This design comes from an exercise in tuning for small area on the open sky130 flow, not from production work. Only simulation tests tie the RTL to the original design; equivalence was not proved.

== run a ==
## fetch_top
module fetch_top
(
   input  logic                      clk,
   input  logic                      rst_n,
   input  logic                      load_en,
   input  logic [rom_depth_log2-1:0] load_addr,
   input  logic [inst_w-1:0]         load_data,
   input  logic                      stall_fetch,
   input  logic                      stall_for_jump,
   input  logic                      commit_br,
   input  logic                      mispred_num,
   input  logic                      redirect_en,
   input  logic [inst_w-1:0]         redirect_pc,
   input  logic                      bp_update,
   input  logic [inst_w-1:0]         bp_pc,
   input  logic                      bp_taken,
   output logic [inst_w-1:0]         pc,
   output logic [inst_w-1:0]         inst0,
   output logic [inst_w-1:0]         inst1,
   output logic [inst_w-1:0]         inst2,
   output logic [inst_w-1:0]         inst3,
   output logic [fetch_width-1:0]    tkn_brnch,
   output logic [fetch_width-1:0]    is_im_jmp,
   output logic                      brch_full
);
Size: roughly 8300 cells after synthesis, ~4200 flip-flops, ~150000 sq um of cells after synthesis.
==> flow/config.mk <==
export PLATFORM = sky130hd
export DESIGN_NAME = fetch_top
export DESIGN_NICKNAME = fetch_top
export VERILOG_FILES = /design/flow/design.v
export SDC_FILE = /design/flow/constraint.sdc
export NUM_CORES = 4
export LEC_CHECK = 0
export CAP_MARGIN = 30
export CORE_MARGIN = 2
export CORE_UTILIZATION = 65
export CTS_CLUSTER_DIAMETER = 80
export CTS_CLUSTER_SIZE = 26
export PLACE_DENSITY = 0.72
export SETUP_SLACK_MARGIN = 0.4
export SLEW_MARGIN = 20
export SYNTH_HIERARCHICAL = 1
export SYNTH_MEMORY_MAX_BITS = 8192
export SYNTH_MINIMUM_KEEP_SIZE = 0
==> flow/constraint.sdc <==
create_clock -name core_clock -period 18.0 [get_ports {clk}]
set_input_delay 3.6000 -clock core_clock [delete_from_list [all_inputs] [get_ports {clk}]]
set_output_delay 3.6000 -clock core_clock [all_outputs]
set_load 0.01 [all_outputs]
standard.sh (not shown) runs the stock make flow with config.mk's settings and CLKGATE_MAP_FILE= SYNTH_SCRIPT=/design/flow/synth_recipe.tcl, a recipe that flattens the netlist after the stock synthesis.
==> flow/flow/run.sh <==
#!/bin/bash
# Standard ORFS layout with four changes: high-fanout nor2 drivers upsized
# before placement (flow/upsize.tcl), ports buffered with the smallest
# buffer, a clock tree of clkbuf_4 leaves without dummy loads, and
# non-critical gates downsized after global routing. make's full output goes
# to flow_make.log here; each ORFS step also keeps its own log under orfs/logs.
set -euo pipefail
cd "$(dirname "$0")/.."
bash standard.sh \
  "PRE_GLOBAL_PLACE_TCL=$(pwd)/flow/upsize.tcl" \
  "BUFFER_PORTS_ARGS=-buffer_cell sky130_fd_sc_hd__buf_1" \
  "CTS_ARGS=-sink_clustering_enable -repair_clock_nets -dont_use_dummy_load -sink_clustering_size 10 -sink_clustering_max_diameter 40 -buf_list sky130_fd_sc_hd__clkbuf_4" \
  RECOVER_POWER=100 \
  finish > flow_make.log 2>&1
==> flow/flow/upsize.tcl <==
# Before global placement: the one-hot select and write-enable lines are
# nor2 gates that each drive 16 loads. Give them the x2 drive so that the
# placer does not split them with buffer trees.
set n 0
foreach inst [get_cells *] {
  if {[get_property $inst ref_name] == "sky130_fd_sc_hd__nor2_1"} {
    set opin [get_pins -of_objects $inst -filter "direction == output"]
    set net [get_nets -of_objects $opin]
    set fo [llength [get_pins -of_objects $net -filter "direction == input"]]
    if {$fo >= 12} {
      replace_cell $inst sky130_fd_sc_hd__nor2_2
      incr n
    }
  }
}
puts "upsize.tcl: $n nor2 drivers set to nor2_2"
Although run a finished all stages, its layout failed final checks on capacitance limit, slew limit.
[inputs] run b vs run a
diff --git a/flow/flow/run.sh b/flow/flow/run.sh
--- a/flow/flow/run.sh
+++ b/flow/flow/run.sh
@@ -2,2 +2 @@
-# Standard ORFS layout with four changes: high-fanout nor2 drivers upsized
-# before placement (flow/upsize.tcl), ports buffered with the smallest
+# Standard ORFS layout with three changes: ports buffered with the smallest
@@ -10 +8,0 @@
-  "PRE_GLOBAL_PLACE_TCL=$(pwd)/flow/upsize.tcl" \
removed: flow/flow/upsize.tcl
--- outcome ---
For non-clock buffer count, dividing the value from run b by the value from run a gives 2.0.
As far as tapcell count goes, run b and run a are indistinguishable; the numbers are identical.
On run b: reported max-cap violation count is 52% lower than what run a gave.
In run b, the utilization came out 0.65 points above the value in run a.
Per the comparison of run b with run a, wire length decreased 0.63%; post-synthesis compound-gate area fraction essentially unchanged.
Compared with run a, number of fill cells in run b decreased slightly.
Run b: complete, dirty (capacitance limit, slew limit)
Run b vs. run a: met1 usage higher; share of the clock period used by the worst path lower.
In run b relative to run a, via count of the first global-routing pass had gone up slightly.
Cell count along the critical path was higher in the run labelled run b.

==> separate check: timing with driven ports <==
The flow's constraints put no driver on any port. The routed layouts listed below were extracted and timed again, unchanged, in two steps. Step 1, drivers: a clkbuf_16 drives clk and a buf_2 each remaining input, both assumed. Step 2 times the ports against the registers' clock, not the clock port: input delays grow and output delays shrink by t, the midpoint of the rising clock arrivals with the driver on. Slacks: ideal ports / drivers / drivers and shift; pairs: ideal ports / drivers.
run | t, ns | setup slack, ns | worst setup path at the end | worst data-port slew with drivers (ns)
run a | 1.465 | 0.951 / 0.866 / 2.331 | register to output | 0.20
run b | 1.488 | 1.684 / 1.599 / 3.087 | register to output | 0.20
